From an optimization exercise on the open Yosys and OpenROAD flow, aimed at small area; shortcuts taken in it are not production practice. Only simulation tests tie the RTL to the original design; equivalence was not proved. Power and IR drop assume default switching activity.

## run A
==> flow/design.v <==
module axi_dma_mc_sched #(
  parameter int NUM_CH     = 4,
  parameter int AXI_ADDR_W = 32,
  parameter int AXI_DATA_W = 128,
  parameter int LEN_W      = 24,
  parameter int MAX_BURST  = 16,
  parameter int MAX_OUT    = 8
) (
  input  logic                   clk,
  input  logic                   rst_n,
  input  logic [NUM_CH-1:0]            ch_req_valid,
  output logic [NUM_CH-1:0]            ch_req_ready,
  input  logic [NUM_CH*AXI_ADDR_W-1:0] ch_req_src,
  input  logic [NUM_CH*AXI_ADDR_W-1:0] ch_req_dst,
  input  logic [NUM_CH*LEN_W-1:0]      ch_req_len,
  output logic                         cmd_valid,
  input  logic                         cmd_ready,
  output logic [((NUM_CH > 1) ? $clog2(NUM_CH) : 1)-1:0] cmd_ch,
  output logic [AXI_ADDR_W-1:0]        cmd_src,
  output logic [AXI_ADDR_W-1:0]        cmd_dst,
  output logic [7:0]                   cmd_len,
  output logic                         cmd_last,
  input  logic                         cpl_valid,
  input  logic [((NUM_CH > 1) ? $clog2(NUM_CH) : 1)-1:0] cpl_ch,
  input  logic                         cpl_err,
  output logic [NUM_CH-1:0]      ch_busy,
  output logic [NUM_CH-1:0]      ch_done,
  output logic [NUM_CH-1:0]      ch_err,
  input  logic [NUM_CH-1:0]      intr_en,
  input  logic [NUM_CH-1:0]      intr_clr,
  output logic                   intr_pend,
  output logic                   proto_err
);
  localparam int AW = 28;
  localparam int RW = 20;
  logic [3:0]    busy_q, iss_q, done_q, err_q, stat_q;
  logic [3:0]    out_q [4];
  logic          intr_pend_q, proto_err_q, cmd_valid_q;
  logic [1:0]    ptr_q;
  logic [AW-1:0] src_q [4];
  logic [AW-1:0] dst_q [4];
  logic [RW-1:0] rem_q [4];
  logic [AW-1:0] cmd_src_q, cmd_dst_q;
  logic [3:0]    cmd_len_q;
  logic          cmd_last_q;
  logic [3:0] elig, gnt;
  logic [1:0] gnt_idx;
  logic       any_elig, take, load;
  always_comb begin
    for (int i = 0; i < 4; i++) elig[i] = iss_q[i] & ~out_q[i][3];
  end
  always_comb begin
    case (ptr_q)
      2'd0: gnt = elig[1] ? 4'b0010 : elig[2] ? 4'b0100 : elig[3] ? 4'b1000 : {3'b000, elig[0]};
      2'd1: gnt = elig[2] ? 4'b0100 : elig[3] ? 4'b1000 : elig[0] ? 4'b0001 : {2'b00, elig[1], 1'b0};
      2'd2: gnt = elig[3] ? 4'b1000 : elig[0] ? 4'b0001 : elig[1] ? 4'b0010 : {1'b0, elig[2], 2'b00};
      default: gnt = elig[0] ? 4'b0001 : elig[1] ? 4'b0010 : elig[2] ? 4'b0100 : {elig[3], 3'b000};
    endcase
    gnt_idx  = {gnt[3] | gnt[2], gnt[3] | gnt[1]};
    any_elig = |elig;
  end
  assign take = ~cmd_valid_q | cmd_ready;
  assign load = any_elig & take;
  logic [AW-1:0] s_src, s_dst, n_src, n_dst;
  logic [RW-1:0] s_rem, n_rem;
  logic [3:0]    s_m1, d_m1, r_m1, m1;
  logic          r_small, c_sd, c_sr, c_dr, pick_s, pick_d, pick_r, last, pg_s, pg_d;
  logic [4:0]    s_lo, d_lo, r_lo;
  logic [AW-5:0] s_hi_inc, d_hi_inc;
  logic [RW-5:0] r_hi_dec;
  always_comb begin
    s_src = '0;
    s_dst = '0;
    s_rem = '0;
    for (int i = 0; i < 4; i++) begin
      s_src = s_src | ({AW{gnt[i]}} & ~src_q[i]);
      s_dst = s_dst | ({AW{gnt[i]}} & ~dst_q[i]);
      s_rem = s_rem | ({RW{gnt[i]}} & ~rem_q[i]);
    end
    s_m1    = (s_src[7:4] == 4'hF) ? ~s_src[3:0] : 4'hF;
    d_m1    = (s_dst[7:4] == 4'hF) ? ~s_dst[3:0] : 4'hF;
    r_m1    = (s_rem[RW-1:4] == '0) ? (s_rem[3:0] - 4'd1) : 4'hF;
    r_small = (s_rem[RW-1:5] == '0) && (!s_rem[4] || (s_rem[3:0] == 4'd0));
    c_sd    = (s_m1 <= d_m1);
    c_sr    = (s_m1 < r_m1);
    c_dr    = (d_m1 < r_m1);
    pick_s  = c_sd & c_sr;
    pick_d  = ~c_sd & c_dr;
    pick_r  = ~(pick_s | pick_d);
    m1      = ({4{pick_s}} & s_m1) | ({4{pick_d}} & d_m1) | ({4{pick_r}} & r_m1);
    last    = r_small & pick_r;
    pg_s    = (s_src[7:4] == 4'hF) & c_sd & ~(r_m1 < s_m1);
    pg_d    = (s_dst[7:4] == 4'hF) & ~c_sd & c_dr | (s_dst[7:4] == 4'hF) & (d_m1 == s_m1) & ~(r_m1 < d_m1);
    n_src   = {s_src[AW-1:8] + {{(AW-9){1'b0}}, pg_s}, s_src[7:0] + {4'd0, m1} + 8'd1};
    n_dst   = {s_dst[AW-1:8] + {{(AW-9){1'b0}}, pg_d}, s_dst[7:0] + {4'd0, m1} + 8'd1};
    n_rem   = s_rem - {{(RW-4){1'b0}}, m1} - 1'b1;
  end
  always_ff @(posedge clk) begin
    for (int i = 0; i < 4; i++) begin
      logic ld, up, hd;
      ld = ~busy_q[i];
      up = busy_q[i] & load & gnt[i];
      hd = busy_q[i] & ~(load & gnt[i]);
      src_q[i] <= ~(({AW{ld}} & ch_req_src[i*32+4 +: AW]) | ({AW{up}} & n_src) | ({AW{hd}} & ~src_q[i]));
      dst_q[i] <= ~(({AW{ld}} & ch_req_dst[i*32+4 +: AW]) | ({AW{up}} & n_dst) | ({AW{hd}} & ~dst_q[i]));
      rem_q[i] <= ~(({RW{ld}} & ch_req_len[i*24+4 +: RW]) | ({RW{up}} & n_rem) | ({RW{hd}} & ~rem_q[i]));
    end
  end
  always_ff @(posedge clk) begin
    if (take) begin
      cmd_src_q  <= s_src;
      cmd_dst_q  <= s_dst;
      cmd_len_q  <= m1;
      cmd_last_q <= last;
    end
  end
  logic [3:0] cpl_hit, dec, acc, zlen, issue_now, cnt_up, cnt_dn;
  logic [3:0] out_d [4];
  logic [3:0] stat_d;
  always_comb begin
    for (int i = 0; i < 4; i++) begin
      cpl_hit[i]   = cpl_valid && (cpl_ch == 2'(i));
      dec[i]       = cpl_hit[i] && (out_q[i] != 4'd0);
      acc[i]       = ~busy_q[i] & ch_req_valid[i];
      zlen[i]      = (ch_req_len[i*24+4 +: RW] == '0);
      issue_now[i] = load & gnt[i];
      cnt_up[i]    = issue_now[i] & ~dec[i];
      cnt_dn[i]    = dec[i] & ~issue_now[i];
      out_d[i][0]  = out_q[i][0] ^ (cnt_up[i] | cnt_dn[i]);
      out_d[i][1]  = out_q[i][1] ^ (cnt_up[i] & out_q[i][0] | cnt_dn[i] & ~out_q[i][0]);
      out_d[i][2]  = out_q[i][2] ^ (cnt_up[i] & (&out_q[i][1:0]) | cnt_dn[i] & ~(|out_q[i][1:0]));
      out_d[i][3]  = out_q[i][3] ^ (cnt_up[i] & (&out_q[i][2:0]) | cnt_dn[i] & ~(|out_q[i][2:0]));
      stat_d[i]    = (stat_q[i] & ~intr_clr[i]) | done_q[i];
    end
  end
  always_ff @(posedge clk or negedge rst_n) begin
    if (!rst_n) begin
      busy_q      <= '0;
      iss_q       <= '0;
      done_q      <= '0;
      err_q       <= '0;
      stat_q      <= '0;
      for (int i = 0; i < 4; i++) out_q[i] <= '0;
      intr_pend_q <= 1'b0;
      proto_err_q <= 1'b0;
      cmd_valid_q <= 1'b0;
      ptr_q       <= 2'd0;
    end else begin
      for (int i = 0; i < 4; i++) begin
        out_q[i] <= out_d[i];
        err_q[i] <= acc[i] ? 1'b0 : (err_q[i] | (dec[i] & cpl_err));
        if (!busy_q[i]) begin
          busy_q[i] <= ch_req_valid[i];
          iss_q[i]  <= ch_req_valid[i] & ~zlen[i];
          done_q[i] <= ch_req_valid[i] & zlen[i];
        end else if (iss_q[i]) begin
          if (issue_now[i] && last) iss_q[i] <= 1'b0;
          done_q[i] <= 1'b0;
        end else begin
          if (done_q[i]) begin
            busy_q[i] <= 1'b0;
            done_q[i] <= 1'b0;
          end else begin
            done_q[i] <= (out_q[i] == 4'd0) | ((out_q[i] == 4'd1) & cpl_hit[i]);
          end
        end
      end
      stat_q      <= stat_d;
      intr_pend_q <= |(stat_d & intr_en);
      proto_err_q <= proto_err_q | (|(cpl_hit & ~dec));
      if (take) cmd_valid_q <= any_elig;
      if (load) ptr_q <= gnt_idx;
    end
  end
  assign ch_req_ready = ~busy_q;
  assign ch_busy      = busy_q;
  assign ch_done      = done_q;
  assign ch_err       = err_q;
  assign intr_pend    = intr_pend_q;
  assign proto_err    = proto_err_q;
  assign cmd_valid    = cmd_valid_q;
  assign cmd_ch       = ptr_q;
  assign cmd_src      = {cmd_src_q, 4'd0};
  assign cmd_dst      = {cmd_dst_q, 4'd0};
  assign cmd_len      = {4'd0, cmd_len_q};
  assign cmd_last     = cmd_last_q;
endmodule
clock: 9.0 ns
lec_check: 0
cap_margin: 20
core_margin: 2
core_utilization: 70
slew_margin: 20
standard.sh (not shown) runs the stock make flow with config.mk's settings and CLKGATE_MAP_FILE= SYNTH_SCRIPT=/design/flow/synth_recipe.tcl, a recipe that flattens the netlist after the stock synthesis.
==> flow/flow/run.sh <==
#!/bin/bash
# Own layout flow: the standard ORFS flow (standard.sh), with
#  - synthesis run unchanged except that ABC uses an area-oriented mapping script
#    (flow/abc_area.script) and Yosys does not pre-extract half/full adder cells, so
#    ABC maps that logic too. Registers are mapped by dfflibmap before ABC, so they
#    are the standard synthesis's registers, with the same names and cells;
#  - port buffers of the smallest buffer cell;
#  - a clock tree of clkbuf_8 cells, without dummy loads.
# Each tool's output goes to a log file of its own in the work folder.
set -euo pipefail
W=$(pwd)
rm -rf "$W/orfs_scripts"
cp -r "$FLOW_HOME/scripts" "$W/orfs_scripts"
cp "$W/flow/abc_area.script" "$W/orfs_scripts/abc_area.script"
bash standard.sh SCRIPTS_DIR="$W/orfs_scripts" ABC_AREA=1 ADDER_MAP_FILE= synth > "$W/flow_synth.log" 2>&1
source "$W/flow/knobs.sh"
bash standard.sh "${KNOBS[@]}" finish > "$W/flow_layout.log" 2>&1
==> flow/flow/abc_area.script <==
strash; &get -n; &fraig -x; &put; scorr; dc2; dretime; strash; &get -n; &dch -f; &nf -R 1000; &put; strash; dc2; &get -n; &dch -f; &nf -R 1000; &put; strash; &get -n; &dch -f; &nf -R 1000 -p; &put; topo
==> flow/flow/knobs.sh <==
KNOBS=(
  "BUFFER_PORTS_ARGS=-buffer_cell sky130_fd_sc_hd__buf_1"
  "CTS_ARGS=-sink_clustering_enable -repair_clock_nets -dont_use_dummy_load -sink_clustering_size 16 -sink_clustering_max_diameter 60 -buf_list {sky130_fd_sc_hd__clkbuf_8}"
)
Run A went all the way through synthesis, placement and routing and the layout is clean on timing, DRC and antenna.
Inputs modified between run A and run B:
Settings: a change of CORE_UTILIZATION from 70 to 60.
### Flow results
Run B | status: complete | timing, DRC, antenna: pass. In run B relative to run A, final routed wirelength across all metal layers had gone up slightly. Compared with run A, run B shows final cell count without fillers that has gone up by a few percent. Compare run A and run B | fmax higher: run B. Looking at via count of the first global-routing pass, run B sits below run A. Compared with run A, run B shows a higher first-pass GRT wire length. Run A → run B: combined buffer and inverter count along the critical path decreased 1, final critical-path share of the clock period decreased by 0.99 points relative to the old numbers, layout buffer count excluding clock buffers now larger, final hold slack shows an increase of 9.2 ps. Run B ended up with a lower weighted congestion at the end of routability-driven global placement than run A did. There was hardly any difference in overall power of the completed layout between run B and run A.
#### Input delta (run C over run B)
==> flow/flow/abc_area.script <==
strash; &get -n; &fraig -x; &put; scorr; dc2; dretime; strash; &get -n; &dch -f; &nf -R 1000 -C 32 -p; &put; strash; dc2; &get -n; &dch -f; &nf -R 1000 -C 32 -p; &put; strash; &get -n; &dch -f; &nf -R 1000 -C 32 -p; &put; topo
Results
- Run C reached the end of the flow, and the finished layout is clean on the timing, design-rule and antenna checks.
- Taking run B over run C, the post-synthesis cell count ratio works out to 1.08.
- Filler-free cell count of the finished design down about 4% in run C wrt run B
- Achievable frequency (run C over run B): increase, 1.1%
- Run B → run C: total non-filler cell area in the finished layout increased about 1.5%; critical path depth increased about 8%.
- Taking run C as 1.0, run B lands at 0.886 on count of clock-buffer cells in the layout.

* * *

Another version of the RTL of axi_dma_mc_sched (not shown whole).
For scale: ~410 flip-flops, ~17000 um2 of cells after synthesis.
==> flow/config.mk <==
export PLATFORM = sky130hd
export DESIGN_NAME = axi_dma_mc_sched
export DESIGN_NICKNAME = axi_dma_mc_sched
export VERILOG_FILES = /design/flow/design.v
export SDC_FILE = /design/flow/constraint.sdc
export NUM_CORES = 4
export LEC_CHECK = 0
export CAP_MARGIN = 20
export CORE_MARGIN = 2
export CORE_UTILIZATION = 60
export SLEW_MARGIN = 20
==> flow/constraint.sdc <==
create_clock -name core_clock -period 9.0 [get_ports {clk}]
set_input_delay 1.8000 -clock core_clock [delete_from_list [all_inputs] [get_ports {clk}]]
set_output_delay 1.8000 -clock core_clock [all_outputs]
set_load 0.01 [all_outputs]
==> flow/flow/run.sh <==
#!/bin/bash
# Own layout flow: the standard ORFS flow (standard.sh), with
#  - synthesis run unchanged except for an area-oriented ABC mapping script
#    (registers are mapped by dfflibmap before ABC, so they are the standard ones);
#  - port buffers of the smallest buffer cell;
#  - a clock tree from small clock buffers, without dummy loads.
# Each tool's output goes to a log file of its own in the work folder.
set -euo pipefail
W=$(pwd)
rm -rf "$W/orfs_scripts"
cp -r "$FLOW_HOME/scripts" "$W/orfs_scripts"
cp "$W/flow/abc_area.script" "$W/orfs_scripts/abc_area.script"
bash standard.sh SCRIPTS_DIR="$W/orfs_scripts" ABC_AREA=1 synth > "$W/flow_synth.log" 2>&1
source "$W/flow/knobs.sh"
bash standard.sh "${KNOBS[@]}" finish > "$W/flow_layout.log" 2>&1
==> flow/flow/abc_area.script <==
strash; &get -n; &fraig -x; &put; scorr; dc2; dretime; strash; &get -n; &dch -f; &nf -R 1000; &put; strash; dc2; &get -n; &dch -f; &nf -R 1000; &put; topo
==> flow/flow/knobs.sh <==
KNOBS=(
  "BUFFER_PORTS_ARGS=-buffer_cell sky130_fd_sc_hd__buf_1"
  "CTS_ARGS=-sink_clustering_enable -repair_clock_nets -dont_use_dummy_load -sink_clustering_size 19 -sink_clustering_max_diameter 60 -buf_list {sky130_fd_sc_hd__clkbuf_8}"
)
Change:
==> flow/flow/abc_area.script (replaced) <==
strash; &get -n; &fraig -x; &put; scorr; dc2; dretime; strash; &get -n; &dch -f; &nf -R 1000; &put; topo
==> flow/flow/knobs.sh (replaced) <==
KNOBS=(
  "BUFFER_PORTS_ARGS=-buffer_cell sky130_fd_sc_hd__buf_1"
  "CTS_ARGS=-sink_clustering_enable -repair_clock_nets -dont_use_dummy_load -sink_clustering_size 24 -sink_clustering_max_diameter 50 -buf_list {sky130_fd_sc_hd__clkbuf_16}"
)
Routed wire length is higher by 3.6%.
Cell area is higher by 3.0%.
Die area is higher by 1.2%.
Worst setup slack is better by 0.025 ns.
Via count is higher by 1.4%.
Area after synthesis is higher by 1.2%.
Change:
==> flow/flow/knobs.sh (replaced) <==
KNOBS=(
  "BUFFER_PORTS_ARGS=-buffer_cell sky130_fd_sc_hd__buf_1"
  "CTS_ARGS=-sink_clustering_enable -repair_clock_nets -dont_use_dummy_load -sink_clustering_size 16 -sink_clustering_max_diameter 60 -buf_list {sky130_fd_sc_hd__clkbuf_8}"
)
Outcome:
- The changed run completed without violations
- via count is about the same
- synthesized area does not change
- register-to-register slack got worse by 0.03 ns
- worst setup slack got worse by 0.030 ns
- sequential cell count is unchanged
- sequential share of layout area rises by 0.84 points
- routed wire length falls slightly
- final cell count is about the same
- first-iteration DRC count falls by a few percent
Change:
==> flow/flow/abc_area.script (replaced) <==
strash; &get -n; &fraig -x; &put; scorr; dc2; dretime; strash; &get -n; &dch -f; &nf -R 20; &put; strash; dc2; &get -n; &dch -f; &nf -R 20; &put; topo
What happened:
- The new run finished clean
- clock-buffer cell count is unchanged
- power increases by about 7%
- global-route usage decreases by 0.52 points
- die area increases by 0.63%

## what the ideal ports hide
In the flow no input, the clock included, has a driving cell. The finished layouts below were timed again as built, in two steps.
Step 1 (the two cells are an assumption about what drives the block):
set clk [get_ports {clk}]
set_driving_cell -lib_cell sky130_fd_sc_hd__clkbuf_16 $clk
set_driving_cell -lib_cell sky130_fd_sc_hd__buf_2 [delete_from_list [all_inputs] $clk]
Step 2 also shifts input and output timing later by t, the mid clock arrival at the registers, as if the neighbouring blocks saw the same clock.
Slacks: ideal ports / drivers / drivers and shift; pairs: ideal ports / drivers.
| run | shift t [ns] | slack for setup (ns) | slew at the worst register clock pin (ns) |
|---|---|---|---|
| run A | 0.658 | 0.366 / 0.366 / 0.366 | 0.11 / 0.11 |
| run B | 0.657 | 0.455 / 0.455 / 0.455 | 0.11 / 0.11 |
| run C | 0.599 | 0.548 / 0.548 / 0.548 | 0.11 / 0.11 |
| the first run of note 2 | 0.601 | 0.431 / 0.431 / 0.431 | 0.12 / 0.12 |
| the second run of note 2 | 0.571 | 0.457 / 0.457 / 0.457 | 0.08 / 0.08 |
| the third run of note 2 | 0.602 | 0.426 / 0.426 / 0.426 | 0.10 / 0.10 |
| the fourth run of note 2 | 0.607 | 0.564 / 0.564 / 0.564 | 0.10 / 0.10 |
After both steps setup and hold are still met in every run listed.
